From an optimization exercise on the open Yosys and OpenROAD flow, aimed at small area, a short achievable clock period and few clock cycles per item; shortcuts taken in it are not production practice.
In this exercise RTL edits were held to simulation tests only and were not proved equivalent to the original.
Power figures rest on the tool's default switching activity, not on a simulated workload.

==> run X <==
==> flow/design.v <==
package ufta_pkg;
  localparam int unsigned CfgIdxW = 2;
  localparam int unsigned EvW     = 2;
  typedef enum logic [CfgIdxW-1:0] {
    CFG_HALF_TIMEOUT  = 2'd0,
    CFG_FULL_TIMEOUT  = 2'd1,
    CFG_CHECK_INTERVAL = 2'd2
  } cfg_idx_t;
  typedef enum logic [EvW-1:0] {
    EV_DELETED   = 2'd0,
    EV_CREATED   = 2'd1,
    EV_PROCESSED = 2'd2,
    EV_TABLE_FULL = 2'd3
  } event_t;
  typedef struct packed {
    logic load;
    logic check;
    logic scan;
    logic match;
    logic rev;
    logic flush;
  } cmd_t;
  typedef struct packed {
    logic due;
    logic udp;
    logic scan_last;
    logic hit;
    logic free;
  } sts_t;
  typedef struct packed {
    logic [EvW-1:0] ev;
    logic [31:0]    sip;
    logic [15:0]    sp;
    logic [31:0]    dip;
    logic [15:0]    dp;
    logic           full;
    logic [31:0]    tm;
  } res_t;
endpackage
module udp_flow_table_with_aging #(
  parameter int unsigned TABLE_DEPTH = 16,
  parameter int unsigned TIME_BITS   = 32
) (
  input  logic                         clk,
  input  logic                         rst_n,
  input  logic                         start,
  output logic                         busy,
  input  logic                         in_is_udp,
  input  logic [31:0]                  in_src_ip,
  input  logic [15:0]                  in_src_port,
  input  logic [31:0]                  in_dst_ip,
  input  logic [15:0]                  in_dst_port,
  input  logic [31:0]                  in_time_sec,
  input  logic                         cfg_valid,
  output logic                         cfg_ready,
  input  logic [ufta_pkg::CfgIdxW-1:0] cfg_index,
  input  logic [31:0]                  cfg_data,
  output logic                         out_valid,
  output logic [ufta_pkg::EvW-1:0]     out_event_res,
  output logic [31:0]                  out_flow_src_ip,
  output logic [15:0]                  out_flow_src_port,
  output logic [31:0]                  out_flow_dst_ip,
  output logic [15:0]                  out_flow_dst_port,
  output logic                         out_flow_full,
  output logic [31:0]                  out_flow_time,
  output logic                         out_last
);
  localparam int unsigned N = TABLE_DEPTH;
  function automatic logic gt32(input logic [31:0] x, input logic [31:0] y);
    logic [31:0] g, l;
    begin
      g = x & ~y;
      l = ~x & y;
      for (int w = 16; w >= 1; w = w / 2) begin
        for (int i = 0; i < w; i++) begin
          g[i] = g[2*i+1] | (~l[2*i+1] & g[2*i]);
          l[i] = l[2*i+1] | (~g[2*i+1] & l[2*i]);
        end
      end
      gt32 = g[0];
    end
  endfunction
  function automatic logic [31:0] add32(input logic [31:0] a, input logic [31:0] b,
                                        input logic cin);
    logic [31:0] p, g, gp, pp, ng, np;
    begin
      p = a ^ b;
      g = a & b;
      gp = g;
      gp[0] = g[0] | (p[0] & cin);
      pp = p;
      for (int d = 1; d < 32; d = d * 2) begin
        ng = gp;
        np = pp;
        for (int i = d; i < 32; i++) begin
          ng[i] = gp[i] | (pp[i] & gp[i-d]);
          np[i] = pp[i] & pp[i-d];
        end
        gp = ng;
        pp = np;
      end
      add32 = p ^ {gp[30:0], cin};
    end
  endfunction
  assign cfg_ready = 1'b1;
  logic [31:0] half_to_r, full_to_r, chk_int_r;
  logic        nz_r;         
  logic [31:0] lchk_r, tp_r;
  logic [N-1:0] valid_r;
  logic [N-1:0] e_full;
  logic [31:0]  e_sip  [N];
  logic [15:0]  e_sp   [N];
  logic [31:0]  e_dip  [N];
  logic [15:0]  e_dp   [N];
  logic [31:0]  e_time [N];
  logic         busy_r;      
  logic         age_r;       
  logic         slow_r;      
  logic         rev_r;       
  logic         udp_r;
  logic [31:0]  k_sip, k_dip, k_tm;
  logic [15:0]  k_sp, k_dp;
  logic [31:0]  et_r, elo_h_r, elo_f_r;
  logic         tpok_r;      
  logic [N-1:0] spec_r;      
  logic         spec_ok_r;   
  logic [N-1:0] m_r;         
  logic [N-1:0] x_r;         
  logic [N-1:0] alloc_r;     
  logic [N-1:0] ref_r;       
  logic         ov_r, olast_r, full_r;
  logic [1:0]   ev_r;
  logic [31:0]  o_sip, o_dip, o_tm;
  logic [15:0]  o_sp, o_dp;
  assign busy              = busy_r;
  assign out_valid         = ov_r;
  assign out_event_res     = ev_r;
  assign out_flow_src_ip   = o_sip;
  assign out_flow_src_port = o_sp;
  assign out_flow_dst_ip   = o_dip;
  assign out_flow_dst_port = o_dp;
  assign out_flow_full     = full_r;
  assign out_flow_time     = o_tm;
  assign out_last          = olast_r;
  logic [31:0]  c_sip, c_dip;
  logic [15:0]  c_sp, c_dp;
  logic [N-1:0] cmp_m;
  always_comb begin
    if (rev_r) begin
      c_sip = k_dip; c_sp = k_dp; c_dip = k_sip; c_dp = k_sp;
    end else begin
      c_sip = in_src_ip; c_sp = in_src_port; c_dip = in_dst_ip; c_dp = in_dst_port;
    end
    for (int i = 0; i < N; i++)
      cmp_m[i] = (e_sip[i] == c_sip) && (e_sp[i] == c_sp) &&
                 (e_dip[i] == c_dip) && (e_dp[i] == c_dp);
  end
  logic         go, due_in, chk_wrap, t_ge_last, t_lt_tp, s_hit, s_free, s_full;
  logic [N-1:0] s_m, s_alloc;
  assign go        = start && !busy_r;
  assign chk_wrap  = gt32(lchk_r, tp_r);
  assign t_ge_last = !gt32(lchk_r, in_time_sec);
  assign t_lt_tp   = gt32(tp_r, in_time_sec);
  assign due_in    = nz_r && !(chk_wrap ? (t_ge_last || t_lt_tp) : (t_ge_last && t_lt_tp));
  assign s_m     = cmp_m & valid_r;
  assign s_hit   = |s_m;
  assign s_full  = |(s_m & e_full);
  assign s_free  = ~&valid_r;
  assign s_alloc = ~valid_r & (valid_r + 1'b1);
  logic         wrap_h, wrap_f, zero_h, zero_f;
  logic [N-1:0] a_x;
  function automatic logic expired(input logic [31:0] x, input logic [31:0] lo,
                                   input logic [31:0] t, input logic wrap,
                                   input logic zero);
    logic above, below;
    begin
      above   = gt32(x, lo);
      below   = !gt32(x, t);
      expired = zero || !(wrap ? (above || below) : (above && below));
    end
  endfunction
  assign wrap_h = gt32(elo_h_r, et_r);
  assign wrap_f = gt32(elo_f_r, et_r);
  assign zero_h = half_to_r == 32'd0;
  assign zero_f = full_to_r == 32'd0;
  always_comb begin
    for (int i = 0; i < N; i++)
      a_x[i] = valid_r[i] && expired(e_time[i], e_full[i] ? elo_f_r : elo_h_r, et_r,
                                     e_full[i] ? wrap_f : wrap_h,
                                     e_full[i] ? zero_f : zero_h);
  end
  logic         corr_h_r, corr_f_r, corr_ok_r;
  logic [31:0]  k_tm_nx;
  logic [N-1:0] corr_v, spec_nx, sx;
  logic         use_spec, sx_any;
  assign k_tm_nx = go ? in_time_sec : k_tm;
  assign corr_v  = e_full & {N{corr_f_r}} | ~e_full & {N{corr_h_r}};
  assign spec_nx = (a_x & ~ref_r) | (ref_r & corr_v);
  assign sx       = ((spec_r & ~ref_r) | (ref_r & corr_v)) & valid_r;
  assign sx_any   = |sx;
  assign use_spec = spec_ok_r && corr_ok_r && (in_time_sec == tp_r);
  logic [N-1:0] p_x, p_sel, w_m, w_alloc;
  logic         p_any, p_multi, w_hit, w_free, w_full;
  logic [31:0]  d_sip, d_dip, d_tm;
  logic [15:0]  d_sp, d_dp;
  logic         d_full;
  logic a_any;
  assign a_any   = |a_x;
  assign p_x     = slow_r ? x_r : sx;
  assign p_sel   = p_x & (~p_x + 1'b1);
  assign p_any   = |p_x;
  assign p_multi = |(p_x & (p_x - 1'b1));
  assign w_m     = m_r & valid_r;
  assign w_hit   = |w_m;
  assign w_full  = |(w_m & e_full);
  assign w_free  = ~&valid_r;
  assign w_alloc = ~valid_r & (valid_r + 1'b1);
  always_comb begin
    d_sip = '0; d_sp = '0; d_dip = '0; d_dp = '0; d_tm = '0; d_full = 1'b0;
    for (int i = 0; i < N; i++) begin
      if (p_sel[i]) begin
        d_sip  = d_sip  | e_sip[i];
        d_sp   = d_sp   | e_sp[i];
        d_dip  = d_dip  | e_dip[i];
        d_dp   = d_dp   | e_dp[i];
        d_tm   = d_tm   | e_time[i];
        d_full = d_full | e_full[i];
      end
    end
    if (|(p_sel & ref_r)) d_tm = k_tm;
  end
  logic [N-1:0] r_m;
  logic         r_hit;
  assign r_m   = cmp_m & valid_r;
  assign r_hit = (|r_m) || ((k_sip == k_dip) && (k_sp == k_dp));
  logic [31:0] tp_sum;
  assign tp_sum = add32(age_r ? k_tm : (cfg_valid ? lchk_r : tp_r),
                        cfg_valid ? cfg_data : chk_int_r, 1'b0);
  always_ff @(posedge clk) begin
    if (!rst_n) begin
      half_to_r <= 32'd60;
      full_to_r <= 32'd180;
      chk_int_r <= 32'd1;
      nz_r      <= 1'b1;
      lchk_r    <= 32'd0;
      tp_r      <= 32'd1;
      tpok_r    <= 1'b0;
      corr_ok_r <= 1'b0;
      spec_ok_r <= 1'b0;
      busy_r    <= 1'b0;
      age_r     <= 1'b0;
      slow_r    <= 1'b0;
      rev_r     <= 1'b0;
      ov_r      <= 1'b0;
    end else begin
      if (cfg_valid) begin
        case (cfg_index)
          2'd0: half_to_r <= cfg_data;
          2'd1: full_to_r <= cfg_data;
          2'd2: begin
            chk_int_r <= cfg_data;
            nz_r      <= cfg_data != 32'd0;
            tp_r      <= tp_sum;
          end
          default: ;
        endcase
      end
      if (age_r) begin
        lchk_r <= k_tm;
        tp_r   <= tp_sum;
      end
      if (go && due_in && use_spec) begin
        lchk_r <= tp_r;
        tp_r   <= tp_sum;
      end
      tpok_r    <= !(go && due_in) && !age_r && !cfg_valid;
      corr_ok_r <= tpok_r && !(go && due_in) && !age_r && !cfg_valid;
      spec_ok_r <= corr_ok_r && tpok_r && !(go && due_in) && !age_r && !cfg_valid && !rev_r;
      ov_r   <= 1'b0;
      busy_r <= 1'b0;
      age_r  <= 1'b0;
      slow_r <= 1'b0;
      rev_r  <= 1'b0;
      if (rev_r) begin
        ov_r <= 1'b1;
      end else if (slow_r && p_any) begin
        ov_r   <= 1'b1;
        busy_r <= p_multi || udp_r;
        slow_r <= p_multi || udp_r;
      end else if (age_r || slow_r) begin
        if (age_r && a_any) begin
          busy_r <= 1'b1;
          slow_r <= 1'b1;
        end else if (udp_r) begin
          ov_r   <= 1'b1;
          busy_r <= !w_hit && w_free;
          rev_r  <= !w_hit && w_free;
        end
      end else if (go) begin
        if (due_in && !use_spec) begin
          busy_r <= 1'b1;
          age_r  <= 1'b1;
        end else if (due_in && sx_any) begin
          ov_r   <= 1'b1;
          busy_r <= p_multi || in_is_udp;
          slow_r <= p_multi || in_is_udp;
        end else if (in_is_udp) begin
          ov_r   <= 1'b1;
          busy_r <= !s_hit && s_free;
          rev_r  <= !s_hit && s_free;
        end
      end
    end
  end
  always_ff @(posedge clk) begin
    ref_r <= '0;
    if (rev_r) begin
      ev_r   <= ufta_pkg::EV_PROCESSED;
      full_r <= r_hit;
      olast_r <= 1'b1;
    end else if (slow_r && p_any) begin
      ev_r    <= ufta_pkg::EV_DELETED;
      o_sip   <= d_sip;
      o_sp    <= d_sp;
      o_dip   <= d_dip;
      o_dp    <= d_dp;
      o_tm    <= d_tm;
      full_r  <= d_full;
      olast_r <= !(p_multi || udp_r);
      x_r     <= p_x & ~p_sel;
    end else if (age_r || slow_r) begin
      if (age_r) x_r <= a_x;
      ev_r    <= w_hit ? ufta_pkg::EV_PROCESSED :
                 w_free ? ufta_pkg::EV_CREATED : ufta_pkg::EV_TABLE_FULL;
      o_sip   <= k_sip;
      o_sp    <= k_sp;
      o_dip   <= k_dip;
      o_dp    <= k_dp;
      o_tm    <= k_tm;
      full_r  <= w_hit && w_full;
      olast_r  <= w_hit || !w_free;
      alloc_r <= w_alloc;
      ref_r   <= udp_r ? (w_m & ~(age_r ? a_x : '0)) : '0;
    end else if (go) begin
      udp_r   <= in_is_udp;
      k_sip   <= in_src_ip;
      k_sp    <= in_src_port;
      k_dip   <= in_dst_ip;
      k_dp    <= in_dst_port;
      k_tm    <= in_time_sec;
      m_r     <= cmp_m;
      x_r     <= sx;
      ev_r    <= s_hit ? ufta_pkg::EV_PROCESSED :
                 s_free ? ufta_pkg::EV_CREATED : ufta_pkg::EV_TABLE_FULL;
      o_sip   <= in_src_ip;
      o_sp    <= in_src_port;
      o_dip   <= in_dst_ip;
      o_dp    <= in_dst_port;
      o_tm    <= in_time_sec;
      full_r  <= s_hit && s_full;
      olast_r  <= s_hit || !s_free;
      alloc_r <= s_alloc;
      ref_r   <= (in_is_udp && !(due_in && !use_spec)) ? (s_m & ~(due_in ? sx : '0)) : '0;
      if (due_in && use_spec && sx_any) begin
        ev_r    <= ufta_pkg::EV_DELETED;
        o_sip   <= d_sip;
        o_sp    <= d_sp;
        o_dip   <= d_dip;
        o_dp    <= d_dp;
        o_tm    <= d_tm;
        full_r  <= d_full;
        olast_r <= !(p_multi || in_is_udp);
        x_r     <= sx & ~p_sel;
      end
    end
  end
  always_ff @(posedge clk) begin
    spec_r   <= spec_nx;
    corr_h_r <= expired(k_tm_nx, elo_h_r, et_r, wrap_h, zero_h);
    corr_f_r <= expired(k_tm_nx, elo_f_r, et_r, wrap_f, zero_f);
    if (go && due_in && !use_spec) begin
      et_r    <= in_time_sec;
      elo_h_r <= add32(in_time_sec, ~half_to_r, 1'b1);
      elo_f_r <= add32(in_time_sec, ~full_to_r, 1'b1);
    end else begin
      et_r    <= tp_r;
      elo_h_r <= add32(tp_r, ~half_to_r, 1'b1);
      elo_f_r <= add32(tp_r, ~full_to_r, 1'b1);
    end
  end
  always_ff @(posedge clk) begin
    if (!rst_n) begin
      valid_r <= '0;
    end else begin
      if (age_r) valid_r <= valid_r & ~a_x;
      if (go && due_in && use_spec) valid_r <= valid_r & ~sx;
      if (rev_r) valid_r <= valid_r | alloc_r;
    end
  end
  always_ff @(posedge clk) begin
    for (int i = 0; i < N; i++) begin
      if (ref_r[i]) e_time[i] <= k_tm;
      if (rev_r && alloc_r[i]) begin
        e_sip[i]  <= k_sip;
        e_sp[i]   <= k_sp;
        e_dip[i]  <= k_dip;
        e_dp[i]   <= k_dp;
        e_time[i] <= k_tm;
        e_full[i] <= r_hit;
      end else if (rev_r && r_m[i]) begin
        e_full[i] <= 1'b1;
      end
    end
  end
endmodule
==> flow/run.sh <==
#!/bin/bash
# synth_recipe.tcl (not shown) runs the flow's synth.tcl, then flattens the netlist and writes it again
# the make line also repeats each setting of config.mk as NAME=value (left out here)
make -C /OpenROAD-flow-scripts/flow DESIGN_CONFIG=/design/flow/config.mk WORK_HOME=/design/flow/orfs CLKGATE_MAP_FILE= SYNTH_SCRIPT=/design/flow/synth_recipe.tcl finish
==> flow/config.mk <==
export PLATFORM = sky130hd
export DESIGN_NAME = udp_flow_table_with_aging
export DESIGN_NICKNAME = udp_flow_table_with_aging
export VERILOG_FILES = /design/flow/design.v
export SDC_FILE = /design/flow/constraint.sdc
export NUM_CORES = 4
export LEC_CHECK = 0
export CAP_MARGIN = 35
export CORE_MARGIN = 2
export CORE_UTILIZATION = 34
export SETUP_SLACK_MARGIN = 5
export SLEW_MARGIN = 35
==> flow/constraint.sdc <==
create_clock -name core_clock -period 10.0 [get_ports {clk}]
set_input_delay 2.0000 -clock core_clock [delete_from_list [all_inputs] [get_ports {clk}]]
set_output_delay 2.0000 -clock core_clock [all_outputs]
set_load 0.01 [all_outputs]
==> inputs of run P, as changes to run X <==
--- a/flow/config.mk
+++ b/flow/config.mk
@@ -7,6 +7,6 @@
 export LEC_CHECK = 0
-export CAP_MARGIN = 35
+export CAP_MARGIN = 40
 export CORE_MARGIN = 2
-export CORE_UTILIZATION = 34
+export CORE_UTILIZATION = 32
 export SETUP_SLACK_MARGIN = 5
-export SLEW_MARGIN = 35
+export SLEW_MARGIN = 40
==> inputs of run H, as changes to run X <==
==> flow/design.v, changed modules only <==
module udp_flow_table_with_aging #(
  parameter int unsigned TABLE_DEPTH = 16,
  parameter int unsigned TIME_BITS   = 32
) (
  input  logic                         clk,
  input  logic                         rst_n,
  input  logic                         start,
  output logic                         busy,
  input  logic                         in_is_udp,
  input  logic [31:0]                  in_src_ip,
  input  logic [15:0]                  in_src_port,
  input  logic [31:0]                  in_dst_ip,
  input  logic [15:0]                  in_dst_port,
  input  logic [31:0]                  in_time_sec,
  input  logic                         cfg_valid,
  output logic                         cfg_ready,
  input  logic [ufta_pkg::CfgIdxW-1:0] cfg_index,
  input  logic [31:0]                  cfg_data,
  output logic                         out_valid,
  output logic [ufta_pkg::EvW-1:0]     out_event_res,
  output logic [31:0]                  out_flow_src_ip,
  output logic [15:0]                  out_flow_src_port,
  output logic [31:0]                  out_flow_dst_ip,
  output logic [15:0]                  out_flow_dst_port,
  output logic                         out_flow_full,
  output logic [31:0]                  out_flow_time,
  output logic                         out_last
);
  localparam int unsigned N = TABLE_DEPTH;
  function automatic logic gt32(input logic [31:0] x, input logic [31:0] y);
    logic [31:0] g, l;
    begin
      g = x & ~y;
      l = ~x & y;
      for (int w = 16; w >= 1; w = w / 2) begin
        for (int i = 0; i < w; i++) begin
          g[i] = g[2*i+1] | (~l[2*i+1] & g[2*i]);
          l[i] = l[2*i+1] | (~g[2*i+1] & l[2*i]);
        end
      end
      gt32 = g[0];
    end
  endfunction
  function automatic logic [31:0] add32(input logic [31:0] a, input logic [31:0] b,
                                        input logic cin);
    logic [31:0] p, g, gp, pp, ng, np;
    begin
      p = a ^ b;
      g = a & b;
      gp = g;
      gp[0] = g[0] | (p[0] & cin);
      pp = p;
      for (int d = 1; d < 32; d = d * 2) begin
        ng = gp;
        np = pp;
        for (int i = d; i < 32; i++) begin
          ng[i] = gp[i] | (pp[i] & gp[i-d]);
          np[i] = pp[i] & pp[i-d];
        end
        gp = ng;
        pp = np;
      end
      add32 = p ^ {gp[30:0], cin};
    end
  endfunction
  assign cfg_ready = 1'b1;
  logic [31:0] half_to_r, full_to_r, im1_r;
  logic        nz_r;
  logic [31:0] lchk_r, hi_r;
  logic [N-1:0] valid_r;
  logic [N-1:0] e_full;
  logic [31:0]  e_sip  [N];
  logic [15:0]  e_sp   [N];
  logic [31:0]  e_dip  [N];
  logic [15:0]  e_dp   [N];
  logic [31:0]  e_time [N];
  logic         busy_r;      
  logic         age_r;       
  logic         slow_r;      
  logic         rev_r;       
  logic         udp_r;
  logic [31:0]  k_sip, k_dip, k_tm;
  logic [15:0]  k_sp, k_dp;
  logic [31:0]  lo_h_r, lo_f_r;   
  logic [N-1:0] m_r;         
  logic [N-1:0] x_r;         
  logic [N-1:0] alloc_r;     
  logic [N-1:0] ref_r;       
  logic         ov_r, olast_r, full_r;
  logic [1:0]   ev_r;
  logic [31:0]  o_sip, o_dip, o_tm;
  logic [15:0]  o_sp, o_dp;
  assign busy              = busy_r;
  assign out_valid         = ov_r;
  assign out_event_res     = ev_r;
  assign out_flow_src_ip   = o_sip;
  assign out_flow_src_port = o_sp;
  assign out_flow_dst_ip   = o_dip;
  assign out_flow_dst_port = o_dp;
  assign out_flow_full     = full_r;
  assign out_flow_time     = o_tm;
  assign out_last          = olast_r;
  logic [31:0]  c_sip, c_dip;
  logic [15:0]  c_sp, c_dp;
  logic [N-1:0] cmp_m;
  always_comb begin
    if (rev_r) begin
      c_sip = k_dip; c_sp = k_dp; c_dip = k_sip; c_dp = k_sp;
    end else begin
      c_sip = in_src_ip; c_sp = in_src_port; c_dip = in_dst_ip; c_dp = in_dst_port;
    end
    for (int i = 0; i < N; i++)
      cmp_m[i] = (e_sip[i] == c_sip) && (e_sp[i] == c_sp) &&
                 (e_dip[i] == c_dip) && (e_dp[i] == c_dp);
  end
  logic         go, due_in, chk_wrap, t_ge_last, t_le_hi, s_hit, s_free, s_full;
  logic [N-1:0] s_m, s_alloc;
  assign go        = start && !busy_r;
  assign chk_wrap  = gt32(lchk_r, hi_r);
  assign t_ge_last = !gt32(lchk_r, in_time_sec);
  assign t_le_hi   = !gt32(in_time_sec, hi_r);
  assign due_in    = nz_r && !(chk_wrap ? (t_ge_last || t_le_hi) : (t_ge_last && t_le_hi));
  assign s_m     = cmp_m & valid_r;
  assign s_hit   = |s_m;
  assign s_full  = |(s_m & e_full);
  assign s_free  = ~&valid_r;
  assign s_alloc = ~valid_r & (valid_r + 1'b1);
  logic         wrap_h, wrap_f, zero_h, zero_f;
  logic [N-1:0] a_x;
  assign wrap_h = gt32(lo_h_r, k_tm);
  assign wrap_f = gt32(lo_f_r, k_tm);
  assign zero_h = half_to_r == 32'd0;
  assign zero_f = full_to_r == 32'd0;
  always_comb begin
    for (int i = 0; i < N; i++) begin
      logic above, below, wrap, zero;
      above  = gt32(e_time[i], e_full[i] ? lo_f_r : lo_h_r);
      below  = !gt32(e_time[i], k_tm);
      wrap   = e_full[i] ? wrap_f : wrap_h;
      zero   = e_full[i] ? zero_f : zero_h;
      a_x[i] = valid_r[i] && (zero || !(wrap ? (above || below) : (above && below)));
    end
  end
  logic [N-1:0] p_x, p_sel, w_m, w_alloc;
  logic         p_any, p_multi, w_hit, w_free, w_full;
  logic [31:0]  d_sip, d_dip, d_tm;
  logic [15:0]  d_sp, d_dp;
  logic         d_full;
  logic a_any;
  assign a_any   = |a_x;
  assign p_x     = x_r;
  assign p_sel   = p_x & (~p_x + 1'b1);
  assign p_any   = |p_x;
  assign p_multi = |(p_x & (p_x - 1'b1));
  assign w_m     = m_r & valid_r;
  assign w_hit   = |w_m;
  assign w_full  = |(w_m & e_full);
  assign w_free  = ~&valid_r;
  assign w_alloc = ~valid_r & (valid_r + 1'b1);
  always_comb begin
    d_sip = '0; d_sp = '0; d_dip = '0; d_dp = '0; d_tm = '0; d_full = 1'b0;
    for (int i = 0; i < N; i++) begin
      if (p_sel[i]) begin
        d_sip  = d_sip  | e_sip[i];
        d_sp   = d_sp   | e_sp[i];
        d_dip  = d_dip  | e_dip[i];
        d_dp   = d_dp   | e_dp[i];
        d_tm   = d_tm   | e_time[i];
        d_full = d_full | e_full[i];
      end
    end
  end
  logic [N-1:0] r_m;
  logic         r_hit;
  assign r_m   = cmp_m & valid_r;
  assign r_hit = (|r_m) || ((k_sip == k_dip) && (k_sp == k_dp));
  always_ff @(posedge clk) begin
    if (!rst_n) begin
      half_to_r <= 32'd60;
      full_to_r <= 32'd180;
      nz_r      <= 1'b1;
      im1_r     <= 32'd0;
      lchk_r    <= 32'd0;
      hi_r      <= 32'd0;
      busy_r    <= 1'b0;
      age_r     <= 1'b0;
      slow_r    <= 1'b0;
      rev_r     <= 1'b0;
      ov_r      <= 1'b0;
    end else begin
      if (cfg_valid) begin
        case (cfg_index)
          2'd0: half_to_r <= cfg_data;
          2'd1: full_to_r <= cfg_data;
          2'd2: begin
            nz_r  <= cfg_data != 32'd0;
            im1_r <= add32(cfg_data, 32'hFFFF_FFFF, 1'b0);
            hi_r  <= add32(~(lchk_r ^ cfg_data), {(lchk_r[30:0] | cfg_data[30:0]), 1'b0}, 1'b0);
          end
          default: ;
        endcase
      end
      if (age_r) begin
        lchk_r <= k_tm;
        hi_r   <= add32(k_tm, im1_r, 1'b0);
      end
      ov_r   <= 1'b0;
      busy_r <= 1'b0;
      age_r  <= 1'b0;
      slow_r <= 1'b0;
      rev_r  <= 1'b0;
      if (rev_r) begin
        ov_r <= 1'b1;
      end else if (slow_r && p_any) begin
        ov_r   <= 1'b1;
        busy_r <= p_multi || udp_r;
        slow_r <= p_multi || udp_r;
      end else if (age_r || slow_r) begin
        if (age_r && a_any) begin
          busy_r <= 1'b1;
          slow_r <= 1'b1;
        end else if (udp_r) begin
          ov_r   <= 1'b1;
          busy_r <= !w_hit && w_free;
          rev_r  <= !w_hit && w_free;
        end
      end else if (go) begin
        if (due_in) begin
          busy_r <= 1'b1;
          age_r  <= 1'b1;
        end else if (in_is_udp) begin
          ov_r   <= 1'b1;
          busy_r <= !s_hit && s_free;
          rev_r  <= !s_hit && s_free;
        end
      end
    end
  end
  always_ff @(posedge clk) begin
    ref_r <= '0;
    if (rev_r) begin
      ev_r   <= ufta_pkg::EV_PROCESSED;
      full_r <= r_hit;
      olast_r <= 1'b1;
    end else if (slow_r && p_any) begin
      ev_r    <= ufta_pkg::EV_DELETED;
      o_sip   <= d_sip;
      o_sp    <= d_sp;
      o_dip   <= d_dip;
      o_dp    <= d_dp;
      o_tm    <= d_tm;
      full_r  <= d_full;
      olast_r <= !(p_multi || udp_r);
      x_r     <= p_x & ~p_sel;
    end else if (age_r || slow_r) begin
      if (age_r) x_r <= a_x;
      ev_r    <= w_hit ? ufta_pkg::EV_PROCESSED :
                 w_free ? ufta_pkg::EV_CREATED : ufta_pkg::EV_TABLE_FULL;
      o_sip   <= k_sip;
      o_sp    <= k_sp;
      o_dip   <= k_dip;
      o_dp    <= k_dp;
      o_tm    <= k_tm;
      full_r  <= w_hit && w_full;
      olast_r  <= w_hit || !w_free;
      alloc_r <= w_alloc;
      ref_r   <= udp_r ? (w_m & ~(age_r ? a_x : '0)) : '0;
    end else if (go) begin
      udp_r   <= in_is_udp;
      k_sip   <= in_src_ip;
      k_sp    <= in_src_port;
      k_dip   <= in_dst_ip;
      k_dp    <= in_dst_port;
      k_tm    <= in_time_sec;
      lo_h_r  <= add32(in_time_sec, ~half_to_r, 1'b1);
      lo_f_r  <= add32(in_time_sec, ~full_to_r, 1'b1);
      m_r     <= cmp_m;
      ev_r    <= s_hit ? ufta_pkg::EV_PROCESSED :
                 s_free ? ufta_pkg::EV_CREATED : ufta_pkg::EV_TABLE_FULL;
      o_sip   <= in_src_ip;
      o_sp    <= in_src_port;
      o_dip   <= in_dst_ip;
      o_dp    <= in_dst_port;
      o_tm    <= in_time_sec;
      full_r  <= s_hit && s_full;
      olast_r  <= s_hit || !s_free;
      alloc_r <= s_alloc;
      ref_r   <= (in_is_udp && !due_in) ? s_m : '0;
    end
  end
  always_ff @(posedge clk) begin
    if (!rst_n) begin
      valid_r <= '0;
    end else begin
      if (age_r) valid_r <= valid_r & ~a_x;
      if (rev_r) valid_r <= valid_r | alloc_r;
    end
  end
  always_ff @(posedge clk) begin
    for (int i = 0; i < N; i++) begin
      if (ref_r[i]) e_time[i] <= k_tm;
      if (rev_r && alloc_r[i]) begin
        e_sip[i]  <= k_sip;
        e_sp[i]   <= k_sp;
        e_dip[i]  <= k_dip;
        e_dp[i]   <= k_dp;
        e_time[i] <= k_tm;
        e_full[i] <= r_hit;
      end else if (rev_r && r_m[i]) begin
        e_full[i] <= 1'b1;
      end
    end
  end
endmodule
--- a/flow/config.mk
+++ b/flow/config.mk
@@ -7,6 +7,6 @@
 export LEC_CHECK = 0
-export CAP_MARGIN = 35
+export CAP_MARGIN = 40
 export CORE_MARGIN = 2
-export CORE_UTILIZATION = 34
+export CORE_UTILIZATION = 30
 export SETUP_SLACK_MARGIN = 5
-export SLEW_MARGIN = 35
+export SLEW_MARGIN = 40
==> inputs of run K, as changes to run X <==
--- a/flow/config.mk
+++ b/flow/config.mk
@@ -7,3 +7,3 @@
 export LEC_CHECK = 0
-export CAP_MARGIN = 35
+export CAP_MARGIN = 45
 export CORE_MARGIN = 2
@@ -11,2 +11,2 @@
 export SETUP_SLACK_MARGIN = 5
-export SLEW_MARGIN = 35
+export SLEW_MARGIN = 45
==> results.txt <==
item	run P	run X	run K	run H
Horizontal die dimension	704 µm	683 µm	683 µm	707 µm
Instance area after placement	0.175 mm²	0.173 mm²	0.175 mm²	0.167 mm²
Leakage power summed over all cells	69.8 nW	68.0 nW	68.6 nW	64.9 nW
Global-route track usage on met2	62.8%	68.8%	69.0%	57.5%
Critical-path cell with the highest stage delay	a221oi_1	nand4_1	nor4_1	nand4_1
Required time of the worst setup path	10.79 ns	10.96 ns	10.87 ns	10.87 ns
Cell area power density	315 mW/mm²	320 mW/mm²	321 mW/mm²	284 mW/mm²
Combinational power	0.0328 W	0.0325 W	0.0325 W	0.0242 W
Library cells used by synthesis	114	114	114	90
Routed via count	147k	149k	148k	137k
Via count of the first global-routing pass	131k	134k	134k	122k
Share of final-layout standard cells stronger than drive strength 1	19.8%	18.4%	18.6%	18.3%
Number of max-slew violations in the final report	0	1	0	0
Post-layout min period	5.42 ns	6.04 ns	5.82 ns	5.67 ns
Data arrival time of the worst path	6.21 ns	7.00 ns	6.68 ns	6.55 ns
Post-CTS Resized	1,125	849	750	945
Startpoint of the most critical register-to-register path	corr_h_r	rev_r	rev_r	k_tm[8]
Final std cell area, no fill	0.200 mm²	0.195 mm²	0.196 mm²	0.188 mm²
Synth-to-layout area growth	27.3%	24.5%	25.2%	26.5%
Clock buffer and inverter area fraction after layout	5.52%	5.46%	5.74%	5.81%
Total number of cells along the worst setup path	16	15	19	21
Wire length of the first global-routing pass	1350 mm	1380 mm	1380 mm	1300 mm
Adder-cell share of the synthesized area	5.48%	5.48%	5.48%	4.23%
Multi-input logic area	0.0842 mm²	0.0823 mm²	0.0826 mm²	0.0749 mm²
Worst setup path endpoint	o_dip[17]	olast_r	full_r	rev_r
Result of the run	timing/DRC/antenna clean	complete, but fails checks	timing/DRC/antenna clean	timing/DRC/antenna clean
Reasons for failing layout checks	-	max-slew violations	-	-
Testbench counts of run X, summed over its fixed seeds: cycles 19,719, packets 16,000.
Testbench counts of run P, summed over its fixed seeds: cycles 19,719, packets 16,000.
Testbench counts of run H, summed over its fixed seeds: cycles 21,783, packets 16,000.
Testbench counts of run K, summed over its fixed seeds: cycles 19,719, packets 16,000.

==> separate check: timing with driven ports <==
The results above use ideal ports. As a check the final layouts listed here were re-extracted and re-timed, cells and wires unchanged. Step 1 assumes that a clkbuf_16 drives the clock port and a buf_2 every other input. Step 2, shift: input delay + t, output delay - t, t = (earliest + latest rising clock arrival at the registers) / 2. This alone moves slack from input paths to output paths. Slacks: no drivers / after step 1 / after step 2; pairs: no drivers / after step 1.
run	t, ns	slack for setup (ns)	worst register clock-pin slew, ns
run X	1.220	3.960 / 3.992 / 2.848	0.07 / 0.07
run P	1.181	4.578 / 4.578 / 3.559	0.07 / 0.07
run H	1.153	4.326 / 4.326 / 3.477	0.07 / 0.07
run K	1.217	4.185 / 4.185 / 3.122	0.07 / 0.07
For run X, which loses most, drivers alone change the setup slack by +0.032 ns; drivers and shift together by -1.112 ns.
